Context: an optimization exercise on an open-source flow, tuned for small area, a short achievable clock period and few clock cycles. The choices shown serve that exercise and are no tape-out recipe.
No functional check of the RTL was part of any run shown here.
Power and IR drop assume default switching activity.

==> flow/design.v (outline; a module is shown in full before it is edited, if it fits) <==
// module srls_addsub: 538 lines
// module srls_add: 32 lines
// module srls_seq: 134 lines
// module srls_map: 98 lines
// module stereo_rms_level_smoother: 140 lines
module stereo_rms_level_smoother (
  input  wire logic                 clk,
  input  wire logic                 rst_n,
  input  wire logic                 in_valid,
  output logic                      in_stall,
  input  wire logic signed [15:0]   in_left_sample,
  input  wire logic signed [15:0]   in_right_sample,
  input  wire logic                 in_last_frame,
  output logic                      out_valid,
  input  wire logic                 out_stall,
  output logic [14:0]               out_rms_level,
  output logic [14:0]               out_smoothed_level,
  output logic [11:0]               out_radius,
  input  wire logic                 cfg_we,
  input  wire logic [2:0]           cfg_index,
  input  wire logic [15:0]          cfg_wdata
);
  // ...
==> flow/run.sh <==
#!/bin/bash
# synth_recipe.tcl (not shown) runs the flow's synth.tcl, then flattens the netlist and writes it again
# the make line also repeats each setting of config.mk as NAME=value (left out here)
make -C /OpenROAD-flow-scripts/flow DESIGN_CONFIG=/design/flow/config.mk WORK_HOME=/design/flow/orfs CLKGATE_MAP_FILE= SYNTH_SCRIPT=/design/flow/synth_recipe.tcl finish
==> flow/config.mk <==
export PLATFORM = sky130hd
export DESIGN_NAME = stereo_rms_level_smoother
export DESIGN_NICKNAME = stereo_rms_level_smoother
export VERILOG_FILES = /design/flow/design.v
export SDC_FILE = /design/flow/constraint.sdc
export NUM_CORES = 4
export LEC_CHECK = 0
export CAP_MARGIN = 60
export CORE_MARGIN = 2
export CORE_UTILIZATION = 40
export SLEW_MARGIN = 60
==> flow/constraint.sdc <==
create_clock -name core_clock -period 12.0 [get_ports {clk}]
set_input_delay 2.4000 -clock core_clock [delete_from_list [all_inputs] [get_ports {clk}]]
set_output_delay 2.4000 -clock core_clock [all_outputs]
set_load 0.01 [all_outputs]
==> metrics.md, run 1 <==
| Metric | Value |
|---|---|
| Run status | `complete, no violations` |
| Fin Hold WS | `0.454 ns` |
| Antenna violations before repair | `0` |
| Flip-flop and latch count | `between 400 and 500` |
| Most flops, register | `sum_r` |
| Setup crit end | `carry_r[17]` |
| Setup ws final | `7.08 ns` |
| Hpwl dp | `56500 um` |
| Clock buf count | `64` |
| Largest net degree at the start of global routing | `74` |
| IO Pins | `101` |
| Post-route antenna net violation count | `0` |
| Non-clk buf share | `0.0353` |
| CP top delay family | `adder cells` |
| Number of diodes | `0` |
| Design area | `35700 um^2` |
| Crit path top cell by count | `fa_1` |
| Worst Hold Class | `reg2reg` |
| CP startpoint | `u_level.dfull` |
| Worst r2r dst | `carry_r[17]` |
| WP buf/inv | `5` |
| CTS tree | `yes` |
| Die Wd | `286 um` |
| Post-synth cell types | `76` |
| Clk Latency, worst-skew pair | `approximately 0.63 ns` |
| Multi-input logic area | `a little over 20000 um^2` |
| Met2 usage | `0.306` |
| P per Cell Area | `146 nW/um^2` |
| DP Cell Count | `around 4.5k` |
==> module srls_map, before the edit <==
module srls_map (
  input  wire logic        clk,
  input  wire logic        rst_n,
  input  wire logic        pre,
  input  wire logic        load,
  input  wire logic [14:0] rms,
  input  wire logic [14:0] smoothed,
  input  wire logic [14:0] th,
  input  wire logic [14:0] d,
  input  wire logic [11:0] lo,
  input  wire logic [11:0] hi,
  input  wire logic        out_stall,
  output logic             idle,
  output logic             idle_n,
  output logic             out_valid,
  output logic             ov_n,
  output logic [14:0]      out_rms,
  output logic [14:0]      s_cur,
  output logic [14:0]      out_sm,
  output logic [11:0]      out_rad
);
  logic        busy, above, ovf, neg;
  logic [4:0]  cnt;
  logic [27:0] pr;
  logic        fin, busy_n;
  logic [11:0] amag, dhl, dlh;
  logic [15:0] h;
  logic [14:0] dm, ab_s;
  logic [17:0] t, m0, m1, m2, cs_s, cs_c;
  logic [15:0] ov;
  logic [16:0] x1, y1;
  logic [13:0] rs;
  logic [11:0] rad;
  logic        dhl_co, dlh_co, dm_co, ov_co, ab_co;
  assign fin    = busy && ((cnt == 5'd0 && !above) || cnt == 5'd18);
  assign busy_n = rst_n && (load || (busy && !fin));
  assign ov_n   = rst_n && (fin || (out_valid && out_stall));
  assign idle   = !busy;
  assign idle_n = !busy_n;
  always_ff @(posedge clk) begin
    neg <= hi < lo;
  end
  srls_add #(12) u_dhl (.a(hi), .b(~lo), .ci(1'b1), .s(dhl), .co(dhl_co));
  srls_add #(12) u_dlh (.a(lo), .b(~hi), .ci(1'b1), .s(dlh), .co(dlh_co));
  assign amag = neg ? dlh : dhl;
  srls_add #(15) u_dm (.a(d), .b({15{1'b1}}), .ci(1'b0), .s(dm), .co(dm_co));
  assign h = neg ? {2'b0, dm[14:1]} : {2'b0, d[14:1]};
  srls_add #(15) u_ab (.a(th), .b(~smoothed), .ci(1'b1), .s(ab_s), .co(ab_co));
  assign m0   = {2'b0, pr[27:12]};
  assign m1   = pr[0] ? {3'b0, s_cur} : 18'd0;
  assign m2   = pr[1] ? {2'b0, s_cur, 1'b0} : 18'd0;
  assign cs_s = m0 ^ m1 ^ m2;
  assign cs_c = (m0 & m1) | (m0 & m2) | (m1 & m2);
  assign t    = cs_s + {cs_c[16:0], 1'b0};
  srls_add #(16) u_ov (.a(pr[27:12]), .b(~{1'b0, d}), .ci(1'b1), .s(ov), .co(ov_co));
  assign y1 = {pr[27:12], pr[11]};
  assign x1 = 17'(({y1, 1'b1} + {{2'b0, d} ^ {17{!pr[27]}}, !pr[27]}) >> 1);
  assign rs = 14'(({14'(lo), 1'b1} + {14'(pr[11:0]) ^ {14{neg}}, neg}) >> 1);
  always_comb begin
    if (ovf)          rad = neg ? 12'd0 : 12'd4095;
    else if (rs[13])  rad = 12'd0;
    else if (rs[12])  rad = 12'd4095;
    else              rad = rs[11:0];
  end
  always_ff @(posedge clk) begin
    busy      <= busy_n;
    out_valid <= ov_n;
    if (!rst_n) begin
      s_cur <= '0;
    end else if (load) begin
      s_cur <= smoothed;
    end
    if (load) begin
      out_rms <= rms;
      out_sm  <= smoothed;
    end
  end
  always_ff @(posedge clk) begin
    if (pre) begin
      cnt   <= '0;
      above <= !ab_co;
      pr    <= {h, amag};
    end else if (busy) begin
      cnt <= cnt + 5'd1;
      if (cnt <= 5'd5) begin
        pr <= {t, pr[11:2]};
      end else begin
        pr <= {x1[15:0], pr[10:0], !x1[16]};
      end
      if (cnt == 5'd6) begin
        ovf <= ov_co;
      end
      if (fin) begin
        out_rad <= above ? rad : lo;
      end
    end
  end
endmodule
==> module stereo_rms_level_smoother, before the edit <==
module stereo_rms_level_smoother (
  input  wire logic                 clk,
  input  wire logic                 rst_n,
  input  wire logic                 in_valid,
  output logic                      in_stall,
  input  wire logic signed [15:0]   in_left_sample,
  input  wire logic signed [15:0]   in_right_sample,
  input  wire logic                 in_last_frame,
  output logic                      out_valid,
  input  wire logic                 out_stall,
  output logic [14:0]               out_rms_level,
  output logic [14:0]               out_smoothed_level,
  output logic [11:0]               out_radius,
  input  wire logic                 cfg_we,
  input  wire logic [2:0]           cfg_index,
  input  wire logic [15:0]          cfg_wdata
);
  logic [15:0] cfg_w;
  logic [14:0] cfg_th, cfg_d;
  logic [11:0] cfg_lo, cfg_hi;
  always_ff @(posedge clk) begin
    if (!rst_n) begin
      cfg_w  <= srls_pkg::RST_SMOOTHING_WEIGHT;
      cfg_th <= srls_pkg::RST_LEVEL_THRESHOLD;
      cfg_d  <= srls_pkg::RST_MAP_INPUT_SPAN;
      cfg_lo <= srls_pkg::RST_OUTPUT_LOW;
      cfg_hi <= srls_pkg::RST_OUTPUT_HIGH;
    end else if (cfg_we) begin
      case (cfg_index)
        3'd0: cfg_w  <= cfg_wdata;
        3'd1: cfg_th <= cfg_wdata[14:0];
        3'd2: cfg_d  <= (cfg_wdata[14:0] == 15'd0) ? 15'd1 : cfg_wdata[14:0];
        3'd3: cfg_lo <= cfg_wdata[11:0];
        3'd4: cfg_hi <= cfg_wdata[11:0];
        default: ;
      endcase
    end
  end
  logic [15:0] lm_r, rm_r;
  logic        v_r, en_r, last_r;
  logic        closed_r, closed_n, stall_r;
  logic        a_ready, a_ready_n, a_ready2_n;
  logic        take, en_next, closing;
  logic [37:0] sum_r, carry_r, acc_s, acc_c, sum_s, sum_c, total;
  logic [8:0]  n_r, n_add;
  logic        handoff, fresh_r;
  assign closing  = v_r && last_r;
  assign handoff  = closed_r && a_ready;
  assign in_stall = stall_r;
  assign take     = rst_n && in_valid && !stall_r;
  assign n_add    = n_r + 9'(en_r);
  assign en_next  = take && (closing || closed_r || !n_add[8]);
  assign closed_n = rst_n && (closing || (closed_r && !handoff));
  logic [15:0] l_abs, r_abs;
  assign l_abs = 16'(in_left_sample[15]  ? -in_left_sample  : in_left_sample);
  assign r_abs = 16'(in_right_sample[15] ? -in_right_sample : in_right_sample);
  always_ff @(posedge clk) begin
    v_r     <= take;
    en_r    <= en_next;
    last_r  <= in_last_frame;
    stall_r <= rst_n && ((take && in_last_frame && !a_ready2_n) || (closed_n && !a_ready_n));
    lm_r    <= en_next ? l_abs : 16'd0;
    rm_r    <= en_next ? r_abs : 16'd0;
  end
  assign acc_s = (handoff || fresh_r) ? 38'd0 : sum_r;
  assign acc_c = (handoff || fresh_r) ? 38'd0 : carry_r;
  srls_addsub u_acc (
    .lm  (lm_r),
    .rm  (rm_r),
    .as_ (acc_s),
    .ac  (acc_c),
    .ys  (sum_s),
    .yc  (sum_c)
  );
  logic total_co;
  srls_add #(38) u_cpa (
    .a  (sum_r),
    .b  (carry_r),
    .ci (1'b0),
    .s  (total),
    .co (total_co)
  );
  always_ff @(posedge clk) begin
    sum_r   <= sum_s;
    carry_r <= sum_c;
    fresh_r <= !rst_n;
    if (!rst_n) begin
      n_r      <= '0;
      closed_r <= 1'b0;
    end else begin
      n_r      <= handoff ? 9'(en_r) : n_add;
      closed_r <= closed_n;
    end
  end
  logic        xfer, pre, b_idle, b_idle_n, ov_n;
  logic [14:0] rms, smoothed, s_cur;
  srls_seq u_level (
    .clk       (clk),
    .rst_n     (rst_n),
    .start     (handoff),
    .closed_n  (closed_n),
    .sum       (total),
    .n         (n_r),
    .w         (cfg_w),
    .s_prev    (s_cur),
    .b_idle    (b_idle),
    .b_idle_n  (b_idle_n),
    .ov        (out_valid),
    .ov_n      (ov_n),
    .out_stall (out_stall),
    .ready     (a_ready),
    .ready_n   (a_ready_n),
    .ready2_n  (a_ready2_n),
    .xfer      (xfer),
    .pre       (pre),
    .rms       (rms),
    .smoothed  (smoothed)
  );
  srls_map u_map (
    .clk       (clk),
    .rst_n     (rst_n),
    .pre       (pre),
    .load      (xfer),
    .rms       (rms),
    .smoothed  (smoothed),
    .th        (cfg_th),
    .d         (cfg_d),
    .lo        (cfg_lo),
    .hi        (cfg_hi),
    .out_stall (out_stall),
    .idle      (b_idle),
    .idle_n    (b_idle_n),
    .out_valid (out_valid),
    .ov_n      (ov_n),
    .out_rms   (out_rms_level),
    .s_cur     (s_cur),
    .out_sm    (out_smoothed_level),
    .out_rad   (out_radius)
  );
endmodule
==> inputs of run 2 (changes only) <==
--- a/flow/design.v
+++ b/flow/design.v
@@ -731,7 +731,6 @@
   output logic             out_valid,
   output logic             ov_n,
   output logic [14:0]      out_rms,
-  output logic [14:0]      s_cur,
   output logic [14:0]      out_sm,
   output logic [11:0]      out_rad
 );
@@ -748,7 +747,7 @@
   logic [13:0] rs;
   logic [11:0] rad;
   logic        dhl_co, dlh_co, dm_co, ov_co, ab_co;
-  assign fin    = busy && ((cnt == 5'd0 && !above) || cnt == 5'd18);
+  assign fin    = busy && ((cnt == 5'd0 && !above) || cnt == 5'd17);
   assign busy_n = rst_n && (load || (busy && !fin));
   assign ov_n   = rst_n && (fin || (out_valid && out_stall));
   assign idle   = !busy;
@@ -763,15 +762,15 @@
   assign h = neg ? {2'b0, dm[14:1]} : {2'b0, d[14:1]};
   srls_add #(15) u_ab (.a(th), .b(~smoothed), .ci(1'b1), .s(ab_s), .co(ab_co));
   assign m0   = {2'b0, pr[27:12]};
-  assign m1   = pr[0] ? {3'b0, s_cur} : 18'd0;
-  assign m2   = pr[1] ? {2'b0, s_cur, 1'b0} : 18'd0;
+  assign m1   = pr[0] ? {3'b0, out_sm} : 18'd0;
+  assign m2   = pr[1] ? {2'b0, out_sm, 1'b0} : 18'd0;
   assign cs_s = m0 ^ m1 ^ m2;
   assign cs_c = (m0 & m1) | (m0 & m2) | (m1 & m2);
   assign t    = cs_s + {cs_c[16:0], 1'b0};
   srls_add #(16) u_ov (.a(pr[27:12]), .b(~{1'b0, d}), .ci(1'b1), .s(ov), .co(ov_co));
   assign y1 = {pr[27:12], pr[11]};
   assign x1 = 17'(({y1, 1'b1} + {{2'b0, d} ^ {17{!pr[27]}}, !pr[27]}) >> 1);
-  assign rs = 14'(({14'(lo), 1'b1} + {14'(pr[11:0]) ^ {14{neg}}, neg}) >> 1);
+  assign rs = 14'(({14'(lo), 1'b1} + {14'({pr[10:0], !x1[16]}) ^ {14{neg}}, neg}) >> 1);
   always_comb begin
     if (ovf)          rad = neg ? 12'd0 : 12'd4095;
     else if (rs[13])  rad = 12'd0;
@@ -782,13 +781,12 @@
     busy      <= busy_n;
     out_valid <= ov_n;
     if (!rst_n) begin
-      s_cur <= '0;
+      out_sm <= '0;
     end else if (load) begin
-      s_cur <= smoothed;
+      out_sm <= smoothed;
     end
     if (load) begin
       out_rms <= rms;
-      out_sm  <= smoothed;
     end
   end
   always_ff @(posedge clk) begin
@@ -909,7 +907,7 @@
     end
   end
   logic        xfer, pre, b_idle, b_idle_n, ov_n;
-  logic [14:0] rms, smoothed, s_cur;
+  logic [14:0] rms, smoothed;
   srls_seq u_level (
     .clk       (clk),
     .rst_n     (rst_n),
@@ -918,7 +916,7 @@
     .sum       (total),
     .n         (n_r),
     .w         (cfg_w),
-    .s_prev    (s_cur),
+    .s_prev    (out_smoothed_level),
     .b_idle    (b_idle),
     .b_idle_n  (b_idle_n),
     .ov        (out_valid),
@@ -949,7 +947,6 @@
     .out_valid (out_valid),
     .ov_n      (ov_n),
     .out_rms   (out_rms_level),
-    .s_cur     (s_cur),
     .out_sm    (out_smoothed_level),
     .out_rad   (out_radius)
   );
==> run 2 against run 1 <==
  * Wire length is 1.6% lower
  * Clock power is essentially flat
  * Hold slack improved by 0.0010 ns
  * Global-route usage is 0.18 points lower
  * Largest cell class unchanged
==> metrics.md, run 2 <==
| Metric | Value |
|---|---|
| P_leak | `~0.016 uW` |
| Antenna violations before repair | `0 (unchanged)` |
| Measured slew at the worst slew-check pin | `0.580 ns` |
| FFs w/ async S/R, synth | `0` |
| Worst r2r dst | `u_map.out_rad[7]` |
| IO Pins | `101 (unchanged)` |
| Via density | `about 5` |
| Worst-case clock buffer depth | `3` |
| EDFF count, synth | `113` |
| Crit path capture type | `flop` |
| Hold-critical path depth | `2` |
| Data required, critical path | `around 12 ns` |
| Mean post-synth cell area | `9.03 um^2` |
| Postcts setup bufs | `0` |
| DRT Pass-1 Iters | `5` |
| Final nets | `between 4k and 5k` |
| CP startpoint kind | `flop` |
| Most flops, register | `sum_r` |
| Total power | `5080 uW` |
| Clk pwr share | `0.306` |
| Number of diodes | `0 (unchanged)` |
| Max-slew headroom | `0.613` |
| Max VDD drop | `about 0.00011 V` |
| Sequential fraction of design power | `0.353` |
| Register area share after synthesis | `0.293` |
| DP Area | `33700 um^2` |
| Combinational Power Share | `0.341` |
| Sw frac | `0.351` |
| Cell count after synthesis | `between 3k and 4k` |
| Cell type with the largest total area after synthesis | `dfxtp_1` |
| DIE AREA | `approximately 80000 um^2` |
| Period utilization | `0.480` |
| NetSw | `1780 uW` |
| Peak Freq | `174 MHz` |
| Run status | `complete, no violations` |
| Worst path cell trace | `buf_4 > buf_4 > xnor2_1 > ha_1 > nor2b_4 > o2111ai_1 > and3_1 > or3_1 > and3_4 > o21ai_0 > xor2_1 > ha_1 > a21oi_1 > o21ai_0 > a21o_1 > o21ai_0 > nand2b_1 > a21oi_1 > o21ai_1 > nor4b_1 > a31oi_4 > o221a_2` |
| Root buffer cell | `clkbuf_16` |
| Hold_sp | `u_level.acc[5]` |
| Setup ws final | `6.24 ns (-0.843 ns)` |
| Minimum clock period | `5.76 ns` |
| Count leader, synth | `nand2_1` |
| Initial Util | `0.402` |
| CTS tree | `yes` |
| Hold endpoint | `u_level.acc[5]` |
| Crit path largest cell delay | `0.50 ns` |
| Fin. Hold Viols | `0` |
| R2R depth | `22` |
| Clock Skew | `between 0.03 and 0.04 ns` |
| Routed len/inst | `16.1 um` |
| DR iter-0 viols | `1331` |
| Max cap viols | `0` |
| Clk Latency, worst-skew pair | `0.63 ns (about the same)` |
| Post-route antenna net violation count | `0 (unchanged)` |
| Worst Hold Class | `reg2reg` |
| Worst Path Max Fanout | `11` |
| Reg-to-Reg Start | `u_map.pr[27]` |
| Routed wire length | `74500 um` |
| Total number of vias | `between 20k and 25k` |
| Kind of critical path | `reg2reg` |
| Design area | `35400 um^2 (-0.60%)` |
| First-pass GRT wire length | `123000 um` |
| Hold_buf cts | `0` |
| Post_cts resized | `0` |
| Vias in the first global route | `roughly 23k` |
| R2R setup slack | `6.24 ns` |
| PortBufs | `100` |
| Hpwl dp | `55600 um (-1.6%)` |
| Largest net degree at the start of global routing | `72 (-2.7%)` |
| Internal | `3300 uW` |
| Routability Congestion | `roughly 0.88` |
| Largest register FFs | `38` |
| Syn Std Cell Area | `31600 um^2` |
| Biggest regs | `sum_r: 38 flops, carry_r: 37 flops, u_level.acc: 31 flops` |
| Die height | `between 200 and 300 um` |
| Pins Over Slew Limit | `0` |
| Std cell rows | `103` |
| Setup Slack @ Placement | `6.42 ns` |
| FF+latch count, synth | `406` |
| P per Cell Area | `143 nW/um^2 (-2.1%)` |
| Mapped Nets | `around 4.1k` |
| Total CTS buffers | `49` |
| Warnings, synthesis | `9` |
| Most common cell after layout, fill and taps aside | `nand2_1` |
| Drt drc | `0` |
| H-Tree Level Count | `2` |
| Setup TNS | `0 ns` |
| Post-synth cell types | `78 (+2.6%)` |
| RSZ-0062 raised after global routing | `no` |
| Crit path top cell by count | `o21ai_0` |
| Slowest CP cell | `edfxtp_1` |
| Yosys top cell area share | `0.186` |
| Total GRT Usage | `0.186` |
| Total gr overflow | `0` |
| Synth top cells by count | `nand2_1, inv_1, dfxtp_1` |
| Post-synth top flop | `dfxtp_1` |
| Most frequent cells in the layout | `nand2_1, inv_1, fa_1` |
| Fillers | `between 7k and 8k` |
| Layout cells sized above 1 | `0.0568` |
| Core area | `roughly 80000 um^2` |
| Clock transition at the registers of the reported paths | `about 0.06 ns` |
| Die Wd | `285 um (-0.39%)` |
| Critical path data arrival time | `6.11 ns` |
| Synth top area cells | `dfxtp_1, fa_1, edfxtp_1` |
| Num Clock Sinks | `406` |
| Final setup fails | `0` |
| Area added between synthesis and finish | `12.2%` |
-- run 2: changes by cell type after synthesis, sizes merged, moves of 8 or more --
| cell | previous run | this run |
|---|---|---|
| edfxtp | 128 | 113 |
| a211oi | 47 | 23 |
| xnor2 | 119 | 132 |
| a21o | 42 | 58 |
| xor2 | 87 | 78 |
| nand2 | 550 | 542 |
| or3 | 9 | 22 |
| o221a | 0 | 11 |
| a21oi | 203 | 216 |
| inv | 386 | 409 |
| nor3 | 45 | 25 |
| nor2 | 193 | 178 |
| o22ai | 13 | 3 |
-- run 2: power groups by stage --
| stage | combinational (uW) | sequential [uW] | clock (uW) |
|---|---|---|---|
| after floorplan | 1420 | 1730 | 0 |
| after global placement | 1690 | 1820 | 0 |
| after detailed placement | 1730 | 1820 | 0 |
| after CTS | 1740 | 1790 | 1600 |
| after global routing | 1990 | 1820 | 1640 |
| final | 1730 | 1790 | 1550 |
-- run 2: stage by stage --
step / utilization / hold slack [ns] / std cells
after floorplan: - / 0.421 / 3500
after CTS: 0.450 / 0.458 / 4625
final: 0.451 / 0.455 / 4626
after detailed placement: 0.429 / 0.449 / 4533
after global routing: 0.451 / 0.479 / 4626
after global placement: 0.426 / 0.444 / 4525
-- run 2: cell type report --
| cell class | instances | area (um^2) | area share |
|---|---|---|---|
| multi-input combinational | 2537 | 20300 | 0.573 |
| sequential | 406 | 9290 | 0.262 |
| inverter | 411 | 1550 | 0.0436 |
| clock buffer | 66 | 1400 | 0.0395 |
| tap | 1050 | 1310 | 0.0371 |
| timing repair buffer | 130 | 1280 | 0.0360 |
| clock inverter | 26 | 302 | 0.00851 |
-- run 2: cell families (layout without fill, tap and decap cells) --
kind of cell               after synthesis  count (layout)  share of synthesized area
AOI/OAI and AO/OA                      603             603                      0.118
and+or+nand+nor                       1152            1152                      0.170
xor gates and xnor gates               210             210                     0.0582
buffers and inverters                  557             633                     0.0674
muxes                                   37              37                     0.0126
adders and majority gates              535             535                      0.280
DFF                                    406             406                      0.293
-- run 2: layer usage --
layer  wire, um  part of all wire  GRT usage  vias to the layer above
met5          0                 0          0                        -
met4       1680             0.023     0.0530                        0
met3       3640             0.049     0.0259                      109
met2      34200              0.46      0.306                      521
met1      35100              0.47      0.255                    11045
li1           -                 -          -                    11535
-- run 2: how the worst max path moves through the flow --
stage | startpoint | endpoint | slack, ns | cells past startpoint
floorplan | u_map.pr[27] | u_map.out_rad[3] | 6.87 | 23
global route | u_map.pr[27] | u_map.out_rad[7] | 5.84 | 22
global placement | u_map.pr[27] | u_map.out_rad[5] | 6.11 | 19
finish | u_map.pr[27] | u_map.out_rad[7] | 6.24 | 22
CTS | u_map.pr[27] | u_map.out_rad[7] | 6.39 | 22
detailed placement | u_map.pr[27] | u_map.out_rad[6] | 6.42 | 22
-- run 2: critical path, delay by kind of cell, from the launching register on --
family,cells,cell delay (ns)
fa+ha+maj,2,0.55
buf+inv,2,0.40
xor+xnor,2,0.33
simple gates,6,1.51
flops,1,0.50
compound gates,10,2.19
==> module srls_seq, before the edit <==
module srls_seq (
  input  wire logic        clk,
  input  wire logic        rst_n,
  input  wire logic        start,
  input  wire logic        closed_n,
  input  wire logic [37:0] sum,
  input  wire logic [8:0]  n,
  input  wire logic [15:0] w,
  input  wire logic [14:0] s_prev,
  input  wire logic        b_idle,
  input  wire logic        b_idle_n,
  input  wire logic        ov,
  input  wire logic        ov_n,
  input  wire logic        out_stall,
  output logic             ready,
  output logic             ready_n,
  output logic             ready2_n,
  output logic             xfer,
  output logic             pre,
  output logic [14:0]      rms,
  output logic [14:0]      smoothed
);
  logic        busy, done, dfull, sready;
  logic [4:0]  cnt;
  logic [29:0] dq;
  logic [9:0]  dr;
  logic [8:0]  nd;
  logic [1:0]  qp;
  logic [18:0] sr;
  logic [14:0] root;
  logic [30:0] acc;
  logic        busy_n, done_n, dfull_n, load_n, run_n;
  logic [4:0]  cnt_n;
  logic        step, dstep, go, sready_n;
  logic [9:0]  x1, x2, y1;
  logic [18:0] sx, sy;
  logic        sbit, rbit, sbit_r;
  logic [15:0] sp;
  logic [16:0] hadd;
  assign step  = busy && !done;
  assign dstep = step && cnt <= 5'd14;
  assign pre   = done && b_idle;
  assign xfer  = pre && (!ov || !out_stall);
  assign go    = sready && (start || (dfull && !step));
  assign busy_n   = rst_n && (go || (busy && !xfer));
  assign done_n   = rst_n && !go && busy && !xfer && (done || cnt == 5'd16);
  assign cnt_n    = go ? 5'd0 : (step ? cnt + 5'd1 : cnt);
  assign dfull_n  = rst_n && (start || (dfull && !(dstep && cnt == 5'd14)));
  assign sready_n = !busy_n || (done_n && b_idle_n && !ov_n);
  assign run_n    = busy_n && !done_n;
  assign ready_n  = !dfull_n;
  assign load_n   = closed_n && !dfull_n;
  assign ready2_n = !load_n && (!dfull_n || (run_n && cnt_n == 5'd14));
  assign ready    = !dfull;
  always_ff @(posedge clk) begin
    busy   <= busy_n;
    done   <= done_n;
    dfull  <= dfull_n;
    sready <= sready_n;
  end
  logic        sx_co, acc_co;
  logic [11:0] y4, ca, cb;
  logic [10:0] nd3;
  assign y1 = {dr[8:0], dq[29]};
  assign x1 = 10'(({y1, 1'b1} + {{1'b0, nd} ^ {10{!dr[9]}}, !dr[9]}) >> 1);
  assign y4 = {dr, dq[29], dq[28]};
  assign ca = 12'(({y4, 1'b1} + {dr[9] ? {1'b0, nd3} : ~{3'b0, nd}, !dr[9]}) >> 1);
  assign cb = 12'(({y4, 1'b1} + {dr[9] ? {3'b0, nd} : ~{1'b0, nd3}, !dr[9]}) >> 1);
  assign x2 = (ca[9:0] & {10{x1[9]}}) | (cb[9:0] & {10{!x1[9]}});
  assign sy = {sr[16:0], qp};
  srls_add #(19) u_sx (
    .a  (sy),
    .b  ({{2'b0, root} ^ {17{!sr[18]}}, 1'b1, sr[18]}),
    .ci (!sr[18]),
    .s  (sx),
    .co (sx_co)
  );
  assign rbit = root[0];
  assign sp   = {1'b0, s_prev};
  assign sbit = sp[4'(5'd15 - cnt)];
  always_comb begin
    case ({rbit, sbit_r})
      2'b10:   hadd = {1'b0, w};
      2'b01:   hadd = {1'b0, ~w};
      2'b11:   hadd = 17'h10000;
      default: hadd = '0;
    endcase
  end
  logic [30:0] acc_n;
  logic [17:0] acc_lo;
  logic [13:0] acc_hi1;
  assign acc_lo = 18'(({1'b0, acc[15:0], 1'b0, 1'b1} + {1'b0, hadd, (sbit_r && !rbit)}) >> 1);
  srls_add #(14) u_acc (
    .a  (acc[29:16]),
    .b  (14'd0),
    .ci (1'b1),
    .s  (acc_hi1),
    .co (acc_co)
  );
  assign acc_n = {acc_lo[17] ? acc_hi1 : acc[29:16], acc_lo[16:0]};
  always_ff @(posedge clk) begin
    if (start) begin
      dr  <= {3'b0, sum[37:31]};
      dq  <= sum[30:1];
      nd  <= n;
      nd3 <= 11'(n) + {1'b0, n, 1'b0};
    end else if (dstep) begin
      dr  <= x2;
      dq  <= {dq[27:0], 2'b00};
    end
  end
  always_ff @(posedge clk) begin
    if (go) begin
      qp   <= 2'b00;
      sr   <= '0;
      root <= '0;
      acc  <= 31'd1;
      cnt  <= '0;
    end else if (step) begin
      cnt    <= cnt_n;
      sbit_r <= sbit;
      qp     <= {!x1[9], !x2[9]};
      if (!cnt[4]) begin
        sr   <= sx;
        root <= {root[13:0], !sx[18]};
      end
      if (cnt >= 5'd2) begin
        acc <= acc_n;
      end
    end
  end
  assign rms      = root;
  assign smoothed = acc[30:16];
endmodule
==> inputs of run 3 (changes only) <==
--- a/flow/design.v
+++ b/flow/design.v
@@ -605,10 +605,10 @@
   logic        busy, done, dfull, sready;
   logic [4:0]  cnt;
   logic [29:0] dq;
-  logic [9:0]  dr;
+  logic [8:0]  dr;
   logic [8:0]  nd;
   logic [1:0]  qp;
-  logic [18:0] sr;
+  logic [16:0] sr;
   logic [14:0] root;
   logic [30:0] acc;
   logic        busy_n, done_n, dfull_n, load_n, run_n;
@@ -642,18 +642,18 @@
   end
   logic        sx_co, acc_co;
   logic [11:0] y4, ca, cb;
-  logic [10:0] nd3;
-  assign y1 = {dr[8:0], dq[29]};
-  assign x1 = 10'(({y1, 1'b1} + {{1'b0, nd} ^ {10{!dr[9]}}, !dr[9]}) >> 1);
-  assign y4 = {dr, dq[29], dq[28]};
-  assign ca = 12'(({y4, 1'b1} + {dr[9] ? {1'b0, nd3} : ~{3'b0, nd}, !dr[9]}) >> 1);
-  assign cb = 12'(({y4, 1'b1} + {dr[9] ? {3'b0, nd} : ~{1'b0, nd3}, !dr[9]}) >> 1);
+  logic [9:0]  nd3;
+  assign y1 = {dr, dq[29]};
+  assign x1 = 10'(({y1, 1'b1} + {{1'b0, nd} ^ {10{!dr[8]}}, !dr[8]}) >> 1);
+  assign y4 = {dr[8], dr, dq[29], dq[28]};
+  assign ca = 12'(({y4, 1'b1} + {dr[8] ? {2'b0, nd3} : ~{3'b0, nd}, !dr[8]}) >> 1);
+  assign cb = 12'(({y4, 1'b1} + {dr[8] ? {3'b0, nd} : ~{2'b0, nd3}, !dr[8]}) >> 1);
   assign x2 = (ca[9:0] & {10{x1[9]}}) | (cb[9:0] & {10{!x1[9]}});
-  assign sy = {sr[16:0], qp};
+  assign sy = {sr, qp};
   srls_add #(19) u_sx (
     .a  (sy),
-    .b  ({{2'b0, root} ^ {17{!sr[18]}}, 1'b1, sr[18]}),
-    .ci (!sr[18]),
+    .b  ({{2'b0, root} ^ {17{!sr[16]}}, 1'b1, sr[16]}),
+    .ci (!sr[16]),
     .s  (sx),
     .co (sx_co)
   );
@@ -682,12 +682,12 @@
   assign acc_n = {acc_lo[17] ? acc_hi1 : acc[29:16], acc_lo[16:0]};
   always_ff @(posedge clk) begin
     if (start) begin
-      dr  <= {3'b0, sum[37:31]};
+      dr  <= {2'b0, sum[37:31]};
       dq  <= sum[30:1];
       nd  <= n;
-      nd3 <= 11'(n) + {1'b0, n, 1'b0};
+      nd3 <= 10'(n) + {n, 1'b0};
     end else if (dstep) begin
-      dr  <= x2;
+      dr  <= x2[8:0];
       dq  <= {dq[27:0], 2'b00};
     end
   end
@@ -703,7 +703,7 @@
       sbit_r <= sbit;
       qp     <= {!x1[9], !x2[9]};
       if (!cnt[4]) begin
-        sr   <= sx;
+        sr   <= sx[16:0];
         root <= {root[13:0], !sx[18]};
       end
       if (cnt >= 5'd2) begin
@@ -747,7 +747,7 @@
   logic [13:0] rs;
   logic [11:0] rad;
   logic        dhl_co, dlh_co, dm_co, ov_co, ab_co;
-  assign fin    = busy && ((cnt == 5'd0 && !above) || cnt == 5'd17);
+  assign fin    = busy && ((cnt == 5'd0 && !above) || cnt == 5'd18);
   assign busy_n = rst_n && (load || (busy && !fin));
   assign ov_n   = rst_n && (fin || (out_valid && out_stall));
   assign idle   = !busy;
@@ -770,7 +770,7 @@
   srls_add #(16) u_ov (.a(pr[27:12]), .b(~{1'b0, d}), .ci(1'b1), .s(ov), .co(ov_co));
   assign y1 = {pr[27:12], pr[11]};
   assign x1 = 17'(({y1, 1'b1} + {{2'b0, d} ^ {17{!pr[27]}}, !pr[27]}) >> 1);
-  assign rs = 14'(({14'(lo), 1'b1} + {14'({pr[10:0], !x1[16]}) ^ {14{neg}}, neg}) >> 1);
+  assign rs = 14'(({14'(lo), 1'b1} + {14'(pr[11:0]) ^ {14{neg}}, neg}) >> 1);
   always_comb begin
     if (ovf)          rad = neg ? 12'd0 : 12'd4095;
     else if (rs[13])  rad = 12'd0;
==> run 3 against run 2 <==
  * Largest power group unchanged
  * Clock-buffer cell count grew 5
  * Synthesized cell count decreased by 0.14%
  * Largest cell class unchanged
  * Utilization about the same
  * Final cell count is 0.17% lower
  * Clock power fell by 3%
  * Critical endpoint is now carry_r[16]
  * Critical path type unchanged
  * Sequential share of layout area down 0.096 points
  * Die area rose by 0.18%
  * Non-clock buffer count is 1 lower
  * Via count is 1.8% higher
  * Sequential power decreased by 2%
  * Register-to-register slack gained 1.4 ns
  * Clock skew down 0.016 ns
==> metrics.md, run 3 <==
| Metric | Value |
|---|---|
| Minimum clock period | `4.37 ns (-1.40 ns)` |
| Register area share after synthesis | `0.291 (-0.00179)` |
| Worst Path Max Fanout | `70 (+59)` |
| Post-route antenna net violation count | `0 (unchanged)` |
| Die Wd | `285 um (about the same)` |
| P per Cell Area | `140 nW/um^2 (-2.6%)` |
| Worst-case clock buffer depth | `3 (unchanged)` |
| Fillers | `7710 (+1.5%)` |
| Count leader, synth | `nand2_1` |
| Run status | `complete, no violations` |
| Number of diodes | `0 (unchanged)` |
| Crit path capture type | `flop` |
| Cell type with the largest total area after synthesis | `dfxtp_1` |
| Total gr overflow | `0 (unchanged)` |
| Die height | `285 um (about the same)` |
| Mapped Nets | `4087 (-0.12%)` |
| Yosys top cell area share | `0.184 (-0.00160)` |
| Measured slew at the worst slew-check pin | `0.573 ns (-0.00712 ns)` |
| Data required, critical path | `12.47 ns (+0.12 ns)` |
| Mean post-synth cell area | `9.06 um^2 (+0.32%)` |
| Layout cells sized above 1 | `0.0552 (-0.00155)` |
| DIE AREA | `81400 um^2 (+0.18%)` |
| Pins Over Slew Limit | `0 (unchanged)` |
| Warnings, synthesis | `9 (unchanged)` |
| Syn Std Cell Area | `31600 um^2 (+0.18%)` |
| Largest register FFs | `38 (unchanged)` |
| Vias in the first global route | `23.7k (+1.6%)` |
| Hpwl dp | `56400 um (+1.4%)` |
| R2R depth | `12 (-45%)` |
| Design area | `35400 um^2 (about the same)` |
| Max VDD drop | `0.0000954 V (-17%)` |
| Fin. Hold Viols | `0 (unchanged)` |
| Routability Congestion | `0.856 (-2.7%)` |
| Final nets | `4120 (-0.17%)` |
| Post-synth cell types | `87 (+12%)` |
| Hold_buf cts | `0 (unchanged)` |
| PortBufs | `100 (unchanged)` |
| Most flops, register | `sum_r` |
| Area added between synthesis and finish | `12.0%` |
| Post-synth top flop | `dfxtp_1` |
| Setup Slack @ Placement | `7.27 ns (+0.856 ns)` |
| Worst Hold Class | `reg2reg` |
| Critical path data arrival time | `4.83 ns (-1.28 ns)` |
| Kind of critical path | `reg2reg` |
| Most frequent cells in the layout | `nand2_1, inv_1, fa_1` |
| Final setup fails | `0 (unchanged)` |
| Cell count after synthesis | `3495 (-0.14%)` |
| Synth top area cells | `dfxtp_1, fa_1, edfxtp_1` |
| H-Tree Level Count | `2 (unchanged)` |
| Largest net degree at the start of global routing | `71 (-1.4%)` |
| Std cell rows | `103 (unchanged)` |
| Setup TNS | `0 ns (unchanged)` |
| Root buffer cell | `clkbuf_16` |
| Clock transition at the registers of the reported paths | `0.06 ns (about the same)` |
| Clk Latency, worst-skew pair | `0.61 ns (-0.02 ns)` |
| Peak Freq | `229 MHz (+32%)` |
| DP Area | `33700 um^2 (about the same)` |
| Max cap viols | `0 (unchanged)` |
| IO Pins | `101 (unchanged)` |
| Antenna violations before repair | `0 (unchanged)` |
| CTS tree | `yes` |
| Most common cell after layout, fill and taps aside | `nand2_1` |
| Drt drc | `0 (unchanged)` |
| Synth top cells by count | `nand2_1, inv_1, dfxtp_1` |
| Total GRT Usage | `0.188 (+0.00234)` |
| DRT Pass-1 Iters | `5 (unchanged)` |
| Routed len/inst | `16.4 um (+2.0%)` |
| CP startpoint kind | `flop` |
| EDFF count, synth | `113 (unchanged)` |
| FF+latch count, synth | `404 (-0.49%)` |
| Num Clock Sinks | `404 (-0.49%)` |
| Core area | `78600 um^2 (unchanged)` |
| Via density | `5.12 (+2.0%)` |
| Post_cts resized | `0 (unchanged)` |
| Total CTS buffers | `49 (unchanged)` |
| First-pass GRT wire length | `125000 um (+1.6%)` |
| Clock Skew | `0.0216 ns (-0.0163 ns)` |
| RSZ-0062 raised after global routing | `no` |
| Biggest regs | `sum_r: 38 flops, carry_r: 37 flops, u_level.acc: 31 flops` |
| Setup ws final | `7.63 ns (+1.40 ns)` |
| Max-slew headroom | `0.617 (+0.00475)` |
| Routed wire length | `75900 um (+1.9%)` |
| Total number of vias | `23.6k (+1.8%)` |
| FFs w/ async S/R, synth | `0 (unchanged)` |
| Initial Util | `0.403 (+0.000716)` |
| P_leak | `0.0147 uW (-6.4%)` |
| DR iter-0 viols | `1455 (+9.3%)` |
| Hold-critical path depth | `2 (unchanged)` |
| Period utilization | `0.364 (-0.117)` |
| Postcts setup bufs | `0 (unchanged)` |
[run 3: metrics by stage]
step,power (uW),std cells,utilization,hold WS [ns]
3_3_place_gp,3420,4520,0.427,0.444
3_5_place_dp,3460,4525,0.429,0.450
6_report,4950,4618,0.451,0.455
5_1_grt,5320,4618,0.451,0.478
2_1_floorplan,3060,3495,-,0.421
4_1_cts,4990,4616,0.450,0.459
[run 3: final cells by class]
| class | instances | area [um^2] | share of cell area |
|---|---|---|---|
| Tap cell | 1050 | 1310 | 0.0371 |
| Timing Repair Buffer | 129 | 1270 | 0.0359 |
| Inverter | 375 | 1410 | 0.0398 |
| Sequential cell | 404 | 9260 | 0.261 |
| Multi-Input combinational cell | 2569 | 20500 | 0.580 |
| Clock inverter | 20 | 190 | 0.00537 |
| Clock buffer | 71 | 1460 | 0.0412 |
[run 3: per-layer routing]
layer  part of all wire  track usage  vias up
met5                  0            0        -
met4              0.029       0.0624        0
met3              0.046       0.0240      112
met2               0.46        0.306      487
met1               0.47        0.259    11326
li1                   -            -    11704
[run 3: path summary, 6_finish.rpt]
check	endpoint	slack, ns	startpoint
worst max-delay path	carry_r[16]	7.63	u_level.dfull
worst min-delay path	u_level.sr[5]	0.46	u_level.sr[5]
worst max register to register	carry_r[16]	7.63	u_level.dfull
worst min register to register	u_level.sr[5]	0.46	u_level.sr[5]
[run 3: logic make-up after synthesis]
group / Yosys count / synth area share
AO/OA/AOI/OAI: 634 / 0.128
XOR/XNOR: 190 / 0.0526
adder cells (fa/ha/maj): 535 / 0.280
buffers and inverters: 522 / 0.0629
flip-flops: 404 / 0.291
multiplexers: 26 / 0.00917
AND/OR/NAND/NOR: 1184 / 0.177
[run 3: power by group]
part / total (uW) / leakage (uW) / internal, uW / switching, uW
Clock: 1510 / 0.000809 / 892 / 614
Sequential: 1750 / 0.00345 / 1580 / 173
Combinational: 1690 / 0.0104 / 748 / 941
Total: 4950 / 0.0147 / 3220 / 1730
[run 3: critical path, cell delays in order, from the launching register on]
cell and delay [ns]:
dfxtp_1 0.48, nand2b_2 0.18, buf_6 0.37, inv_1 0.16, nor2_4 0.11, buf_6 0.36
nand2_1 0.14, fa_1 0.53, fa_1 0.44, fa_1 0.40, fa_1 0.52, inv_1 0.05
fa_1 0.44
==> inputs of run 4 (changes only) <==
--- a/flow/design.v
+++ b/flow/design.v
@@ -605,10 +605,10 @@
   logic        busy, done, dfull, sready;
   logic [4:0]  cnt;
   logic [29:0] dq;
-  logic [8:0]  dr;
+  logic [9:0]  dr;
   logic [8:0]  nd;
   logic [1:0]  qp;
-  logic [16:0] sr;
+  logic [18:0] sr;
   logic [14:0] root;
   logic [30:0] acc;
   logic        busy_n, done_n, dfull_n, load_n, run_n;
@@ -642,18 +642,18 @@
   end
   logic        sx_co, acc_co;
   logic [11:0] y4, ca, cb;
-  logic [9:0]  nd3;
-  assign y1 = {dr, dq[29]};
-  assign x1 = 10'(({y1, 1'b1} + {{1'b0, nd} ^ {10{!dr[8]}}, !dr[8]}) >> 1);
-  assign y4 = {dr[8], dr, dq[29], dq[28]};
-  assign ca = 12'(({y4, 1'b1} + {dr[8] ? {2'b0, nd3} : ~{3'b0, nd}, !dr[8]}) >> 1);
-  assign cb = 12'(({y4, 1'b1} + {dr[8] ? {3'b0, nd} : ~{2'b0, nd3}, !dr[8]}) >> 1);
+  logic [10:0] nd3;
+  assign y1 = {dr[8:0], dq[29]};
+  assign x1 = 10'(({y1, 1'b1} + {{1'b0, nd} ^ {10{!dr[9]}}, !dr[9]}) >> 1);
+  assign y4 = {dr, dq[29], dq[28]};
+  assign ca = 12'(({y4, 1'b1} + {dr[9] ? {1'b0, nd3} : ~{3'b0, nd}, !dr[9]}) >> 1);
+  assign cb = 12'(({y4, 1'b1} + {dr[9] ? {3'b0, nd} : ~{1'b0, nd3}, !dr[9]}) >> 1);
   assign x2 = (ca[9:0] & {10{x1[9]}}) | (cb[9:0] & {10{!x1[9]}});
-  assign sy = {sr, qp};
+  assign sy = {sr[16:0], qp};
   srls_add #(19) u_sx (
     .a  (sy),
-    .b  ({{2'b0, root} ^ {17{!sr[16]}}, 1'b1, sr[16]}),
-    .ci (!sr[16]),
+    .b  ({{2'b0, root} ^ {17{!sr[18]}}, 1'b1, sr[18]}),
+    .ci (!sr[18]),
     .s  (sx),
     .co (sx_co)
   );
@@ -682,12 +682,12 @@
   assign acc_n = {acc_lo[17] ? acc_hi1 : acc[29:16], acc_lo[16:0]};
   always_ff @(posedge clk) begin
     if (start) begin
-      dr  <= {2'b0, sum[37:31]};
+      dr  <= {3'b0, sum[37:31]};
       dq  <= sum[30:1];
       nd  <= n;
-      nd3 <= 10'(n) + {n, 1'b0};
+      nd3 <= 11'(n) + {1'b0, n, 1'b0};
     end else if (dstep) begin
-      dr  <= x2[8:0];
+      dr  <= x2;
       dq  <= {dq[27:0], 2'b00};
     end
   end
@@ -703,7 +703,7 @@
       sbit_r <= sbit;
       qp     <= {!x1[9], !x2[9]};
       if (!cnt[4]) begin
-        sr   <= sx[16:0];
+        sr   <= sx;
         root <= {root[13:0], !sx[18]};
       end
       if (cnt >= 5'd2) begin
@@ -731,6 +731,7 @@
   output logic             out_valid,
   output logic             ov_n,
   output logic [14:0]      out_rms,
+  output logic [14:0]      s_cur,
   output logic [14:0]      out_sm,
   output logic [11:0]      out_rad
 );
@@ -738,7 +739,7 @@
   logic [4:0]  cnt;
   logic [27:0] pr;
   logic        fin, busy_n;
-  logic [11:0] amag, dhl, dlh;
+  logic [11:0] amag;
   logic [15:0] h;
   logic [14:0] dm, ab_s;
   logic [17:0] t, m0, m1, m2, cs_s, cs_c;
@@ -746,7 +747,7 @@
   logic [16:0] x1, y1;
   logic [13:0] rs;
   logic [11:0] rad;
-  logic        dhl_co, dlh_co, dm_co, ov_co, ab_co;
+  logic        dhl_co, dm_co, ov_co, ab_co;
   assign fin    = busy && ((cnt == 5'd0 && !above) || cnt == 5'd18);
   assign busy_n = rst_n && (load || (busy && !fin));
   assign ov_n   = rst_n && (fin || (out_valid && out_stall));
@@ -755,15 +756,13 @@
   always_ff @(posedge clk) begin
     neg <= hi < lo;
   end
-  srls_add #(12) u_dhl (.a(hi), .b(~lo), .ci(1'b1), .s(dhl), .co(dhl_co));
-  srls_add #(12) u_dlh (.a(lo), .b(~hi), .ci(1'b1), .s(dlh), .co(dlh_co));
-  assign amag = neg ? dlh : dhl;
+  srls_add #(12) u_dhl (.a(neg ? lo : hi), .b(~(neg ? hi : lo)), .ci(1'b1), .s(amag), .co(dhl_co));
   srls_add #(15) u_dm (.a(d), .b({15{1'b1}}), .ci(1'b0), .s(dm), .co(dm_co));
   assign h = neg ? {2'b0, dm[14:1]} : {2'b0, d[14:1]};
   srls_add #(15) u_ab (.a(th), .b(~smoothed), .ci(1'b1), .s(ab_s), .co(ab_co));
   assign m0   = {2'b0, pr[27:12]};
-  assign m1   = pr[0] ? {3'b0, out_sm} : 18'd0;
-  assign m2   = pr[1] ? {2'b0, out_sm, 1'b0} : 18'd0;
+  assign m1   = pr[0] ? {3'b0, s_cur} : 18'd0;
+  assign m2   = pr[1] ? {2'b0, s_cur, 1'b0} : 18'd0;
   assign cs_s = m0 ^ m1 ^ m2;
   assign cs_c = (m0 & m1) | (m0 & m2) | (m1 & m2);
   assign t    = cs_s + {cs_c[16:0], 1'b0};
@@ -781,12 +780,13 @@
     busy      <= busy_n;
     out_valid <= ov_n;
     if (!rst_n) begin
-      out_sm <= '0;
+      s_cur <= '0;
     end else if (load) begin
-      out_sm <= smoothed;
+      s_cur <= smoothed;
     end
     if (load) begin
       out_rms <= rms;
+      out_sm  <= smoothed;
     end
   end
   always_ff @(posedge clk) begin
@@ -857,27 +857,38 @@
   logic        take, en_next, closing;
   logic [37:0] sum_r, carry_r, acc_s, acc_c, sum_s, sum_c, total;
   logic [8:0]  n_r, n_add;
-  logic        handoff, fresh_r;
+  logic        handoff, clr_r, accept_r, stall_n;
   assign closing  = v_r && last_r;
   assign handoff  = closed_r && a_ready;
   assign in_stall = stall_r;
-  assign take     = rst_n && in_valid && !stall_r;
+  assign take     = rst_n && in_valid && accept_r;
   assign n_add    = n_r + 9'(en_r);
   assign en_next  = take && (closing || closed_r || !n_add[8]);
   assign closed_n = rst_n && (closing || (closed_r && !handoff));
+  assign stall_n  = rst_n && ((take && in_last_frame && !a_ready2_n) || (closed_n && !a_ready_n));
   logic [15:0] l_abs, r_abs;
-  assign l_abs = 16'(in_left_sample[15]  ? -in_left_sample  : in_left_sample);
-  assign r_abs = 16'(in_right_sample[15] ? -in_right_sample : in_right_sample);
+  always_comb begin
+    logic lo_or, ro_or;
+    lo_or = 1'b0;
+    ro_or = 1'b0;
+    for (int i = 0; i < 16; i++) begin
+      l_abs[i] = in_left_sample[i]  ^ (in_left_sample[15]  & lo_or);
+      r_abs[i] = in_right_sample[i] ^ (in_right_sample[15] & ro_or);
+      lo_or    = lo_or | in_left_sample[i];
+      ro_or    = ro_or | in_right_sample[i];
+    end
+  end
   always_ff @(posedge clk) begin
     v_r     <= take;
     en_r    <= en_next;
     last_r  <= in_last_frame;
-    stall_r <= rst_n && ((take && in_last_frame && !a_ready2_n) || (closed_n && !a_ready_n));
+    stall_r  <= stall_n;
+    accept_r <= !stall_n;
     lm_r    <= en_next ? l_abs : 16'd0;
     rm_r    <= en_next ? r_abs : 16'd0;
   end
-  assign acc_s = (handoff || fresh_r) ? 38'd0 : sum_r;
-  assign acc_c = (handoff || fresh_r) ? 38'd0 : carry_r;
+  assign acc_s = clr_r ? 38'd0 : sum_r;
+  assign acc_c = clr_r ? 38'd0 : carry_r;
   srls_addsub u_acc (
     .lm  (lm_r),
     .rm  (rm_r),
@@ -897,7 +908,7 @@
   always_ff @(posedge clk) begin
     sum_r   <= sum_s;
     carry_r <= sum_c;
-    fresh_r <= !rst_n;
+    clr_r   <= !rst_n || (closed_n && a_ready_n);
     if (!rst_n) begin
       n_r      <= '0;
       closed_r <= 1'b0;
@@ -907,7 +918,7 @@
     end
   end
   logic        xfer, pre, b_idle, b_idle_n, ov_n;
-  logic [14:0] rms, smoothed;
+  logic [14:0] rms, smoothed, s_cur;
   srls_seq u_level (
     .clk       (clk),
     .rst_n     (rst_n),
@@ -916,7 +927,7 @@
     .sum       (total),
     .n         (n_r),
     .w         (cfg_w),
-    .s_prev    (out_smoothed_level),
+    .s_prev    (s_cur),
     .b_idle    (b_idle),
     .b_idle_n  (b_idle_n),
     .ov        (out_valid),
@@ -947,6 +958,7 @@
     .out_valid (out_valid),
     .ov_n      (ov_n),
     .out_rms   (out_rms_level),
+    .s_cur     (s_cur),
     .out_sm    (out_smoothed_level),
     .out_rad   (out_radius)
   );
==> run 4 against run 3 <==
  * Cell area increased by 1.1%
  * Die area grew 1.4%
  * First-iteration DRC count shrank 29%
  * Critical path depth down 3
  * Clock power down 3%
  * Synthesized cell count is essentially flat
  * Global-route usage decreased by 0.70 points
  * Setup slack lost 0.061 ns
  * Register-to-register slack gained 0.22 ns
  * Sequential cell count increased by 18
  * Fmax is 1.4% lower
  * Largest cell class unchanged
  * Largest power group unchanged
==> metrics.md, run 4 <==
| Metric | Value |
|---|---|
| Run status | `complete, no violations` |
| Post-route antenna net violation count | `0 (unchanged)` |
| Worst Path Max Fanout | `5 (-93%)` |
| Layout cells sized above 1 | `0.0584 (+0.00315)` |
| CTS tree | `yes` |
| Via density | `5.01 (-2.1%)` |
| Warnings, synthesis | `9 (unchanged)` |
| Mapped Nets | `4076 (-0.27%)` |
| Die height | `287 um (+0.70%)` |
| Max VDD drop | `0.000105 V (+10%)` |
| DR iter-0 viols | `1037 (-29%)` |
| Reg-to-Reg Start | `u_map.pr[0]` |
| Postcts setup bufs | `0 (unchanged)` |
| Seq. cell area | `9760 um^2 (+5.4%)` |
| Fin. Hold Viols | `0 (unchanged)` |
| Hold_sp | `u_level.sr[13]` |
| Core area | `79300 um^2 (+0.82%)` |
| CP startpoint kind | `input port` |
| Clk Latency, worst-skew pair | `0.60 ns (about the same)` |
| Setup TNS | `0 ns (unchanged)` |
| FFs w/ async S/R, synth | `0 (unchanged)` |
| DIE AREA | `82500 um^2 (+1.4%)` |
| Largest register FFs | `38 (unchanged)` |
| Worst-case clock buffer depth | `3 (unchanged)` |
| Minimum clock period | `4.43 ns (+0.0609 ns)` |
| H-Tree Level Count | `2 (unchanged)` |
| P per Cell Area | `142 nW/um^2 (+1.5%)` |
| Root buffer cell | `clkbuf_16` |
| Measured slew at the worst slew-check pin | `0.570 ns (-0.00325 ns)` |
| Routed len/inst | `15.9 um (-3.6%)` |
| Synth top cells by count | `nand2_1, inv_1, dfxtp_1` |
| Hold endpoint | `u_level.sr[13]` |
| Routability Congestion | `0.848 (-1.0%)` |
| Cell type with the largest total area after synthesis | `dfxtp_1` |
| Kind of critical path | `in2reg` |
| DRT Pass-1 Iters | `5 (unchanged)` |
| Max-slew headroom | `0.620 (+0.00217)` |
| Multi-input logic area | `20500 um^2 (-0.27%)` |
| Area added between synthesis and finish | `11.6%` |
| Num Clock Sinks | `422 (+4.5%)` |
| Post_cts resized | `0 (unchanged)` |
| Period utilization | `0.369 (+0.00508)` |
| Fillers | `7740 (+0.39%)` |
| Total CTS buffers | `49 (unchanged)` |
| Vias in the first global route | `23.1k (-2.8%)` |
| Post-synth top flop | `dfxtp_1` |
| Clock transition at the registers of the reported paths | `0.06 ns (about the same)` |
| Post-synth cell types | `78 (-10%)` |
| Cell count after synthesis | `3492 (-0.086%)` |
| Synth top area cells | `dfxtp_1, fa_1, edfxtp_1` |
| Final setup fails | `0 (unchanged)` |
| Peak Freq | `226 MHz (-1.4%)` |
| Most common cell after layout, fill and taps aside | `nand2_1` |
| Drt drc | `0 (unchanged)` |
| Count leader, synth | `nand2_1` |
| Biggest regs | `sum_r: 38 flops, carry_r: 37 flops, u_level.acc: 31 flops` |
| Hold-critical path depth | `2 (unchanged)` |
| Most flops, register | `sum_r` |
| WP buf/inv | `1 (-3)` |
| Std cell rows | `103 (unchanged)` |
| Hpwl dp | `55400 um (-1.7%)` |
| Crit path largest cell delay | `0.57 ns (+0.04 ns)` |
| RSZ-0062 raised after global routing | `no` |
| Routed wire length | `73200 um (-3.6%)` |
| Final nets | `4109 (-0.27%)` |
| FF+latch count, synth | `422 (+4.5%)` |
| Total power | `5080 uW (+2.6%)` |
| CP startpoint | `in_right_sample[0]` |
| PortBufs | `100 (unchanged)` |
| Largest net degree at the start of global routing | `87 (+23%)` |
| Slowest CP cell | `or4_4` |
| Initial Util | `0.405 (+0.00239)` |
| R2R depth | `13 (+1)` |
| Hold_buf cts | `0 (unchanged)` |
| Max cap viols | `0 (unchanged)` |
| Most frequent cells in the layout | `nand2_1, inv_1, fa_1` |
| Data required, critical path | `12.46 ns (about the same)` |
| IO Pins | `101 (unchanged)` |
| Total gr overflow | `0 (unchanged)` |
| Pins Over Slew Limit | `0 (unchanged)` |
| Clock Skew | `0.0332 ns (+0.0116 ns)` |
| CP top delay family | `simple AND/OR/NAND/NOR gates` |
| Yosys top cell area share | `0.183 (-0.000705)` |
| Antenna violations before repair | `1 (+1)` |
| Total number of vias | `23.1k (-2.1%)` |
| Register area share after synthesis | `0.303 (+0.0118)` |
| Worst r2r dst | `u_map.pr[24]` |
| Total GRT Usage | `0.181 (-0.00698)` |
| Worst path cell trace | `clkdlybuf4s50_1 > or4_4 > or3_4 > or4_4 > nor4_4 > nand2b_2 > o21ai_2 > xor2_1 > nor2_1` |
| Mean post-synth cell area | `9.19 um^2 (+1.5%)` |
| Worst Hold Class | `reg2reg` |
| R2R setup slack | `7.85 ns (+0.22 ns)` |
| P_leak | `0.0149 uW (+1.5%)` |
| Syn Std Cell Area | `32100 um^2 (+1.4%)` |
| Critical path data arrival time | `4.89 ns (+0.06 ns)` |
| Crit path capture type | `flop` |
| Crit path top cell by count | `or4_4` |
| First-pass GRT wire length | `122000 um (-2.6%)` |
| Die Wd | `287 um (+0.70%)` |
| EDFF count, synth | `128 (+13%)` |
## run 4: worst max-delay path by stage
stage          endpoint  slack [ns]  cells past startpoint
3_5_place_dp   rm_r[14]        6.95                      9
3_3_place_gp   rm_r[14]        6.95                      9
6_report       rm_r[14]        7.57                      9
2_1_floorplan  rm_r[14]        7.59                      8
5_1_grt        rm_r[14]        7.44                      9
4_1_cts        rm_r[14]        7.58                      9
## run 4: cell families (layout without fill, tap and decap cells)
kind of cell,after synthesis,in the layout,synth area share
fa+ha+maj,527,527,0.271
mux,43,43,0.0145
other cells,0,1,0
buf+inv,526,598,0.0617
xor+xnor,206,206,0.0562
simple gates,1154,1154,0.170
compound gates,614,614,0.123
flops,422,422,0.303
## run 4: power by group
part / internal [uW] / total (uW) / switching, uW
Clock: 844 / 1470 / 624
Combinational: 789 / 1750 / 959
Sequential: 1670 / 1860 / 192
Total: 3300 / 5080 / 1770
## run 4: cell type report
cell class	count	area share
antenna	1	0.0000698
tap	1050	0.0367
inverter	376	0.0394
sequential	422	0.272
multi-input combinational	2544	0.572
timing repair buffer	132	0.0356
clock buffer	64	0.0389
clock inverter	26	0.00517
## run 4: routing by layer
metal,share of wire,global-route usage,vias to the layer above
li1,-,-,11587
met4,0.016,0.0375,0
met3,0.039,0.0224,77
met5,0,0,-
met2,0.45,0.295,357
met1,0.49,0.258,11102
## run 4: metrics by stage
stage	setup slack [ns]	hold slack (ns)	instance area (um^2)	util	cells
floorplan	7.59	0.421	32100	-	3492
global placement	6.95	0.448	34000	0.429	4514
detailed placement	6.95	0.451	34200	0.432	4524
CTS	7.58	0.460	35800	0.452	4614
global route	7.44	0.480	35800	0.452	4614
finish	7.57	0.456	35800	0.452	4615
## run 4: worst register-to-register path, delay by kind of cell, from the launching register on
kind / cells / cell delay, ns
xor gates and xnor gates: 1 / 0.20
adders and majority gates: 2 / 0.82
buffers and inverters: 1 / 0.25
DFF: 1 / 0.54
AOI/OAI and AO/OA: 7 / 1.81
and+or+nand+nor: 2 / 0.25

-- separate check: timing with driven ports --
In the flow no input, the clock included, has a driving cell. The finished layouts below were timed again as built, in two steps.
Step 1 sets driving cells, clkbuf_16 on the clock port and buf_2 on the other inputs (assumed; they add their load-dependent delay and slew).
Step 2 also shifts input and output timing later by t, the mid clock arrival at the registers, as if the neighbouring blocks saw the same clock.
a / b / c = no drivers / after step 1 / after step 2; a / b = the first two.
run	shift t [ns]	setup WS [ns]	worst hold slack (ns)	latest minus earliest clock arrival (ns)	worst register clock-pin slew, ns
run 1	0.657	7.080 / 7.080 / 7.080	0.454 / 0.454 / 0.454	0.063 / 0.064	0.07 / 0.07
run 2	0.664	6.236 / 6.236 / 6.236	0.455 / 0.455 / 0.455	0.038 / 0.038	0.06 / 0.06
run 3	0.646	7.635 / 7.635 / 7.289	0.455 / 0.455 / 0.455	0.029 / 0.028	0.06 / 0.06
run 4	0.642	7.574 / 7.610 / 6.968	0.456 / 0.456 / 0.456	0.036 / 0.036	0.06 / 0.06
After both steps setup and hold are still met in every run listed. For run 4, which loses most, drivers alone change the setup slack by +0.036 ns; drivers and shift together by -0.606 ns.
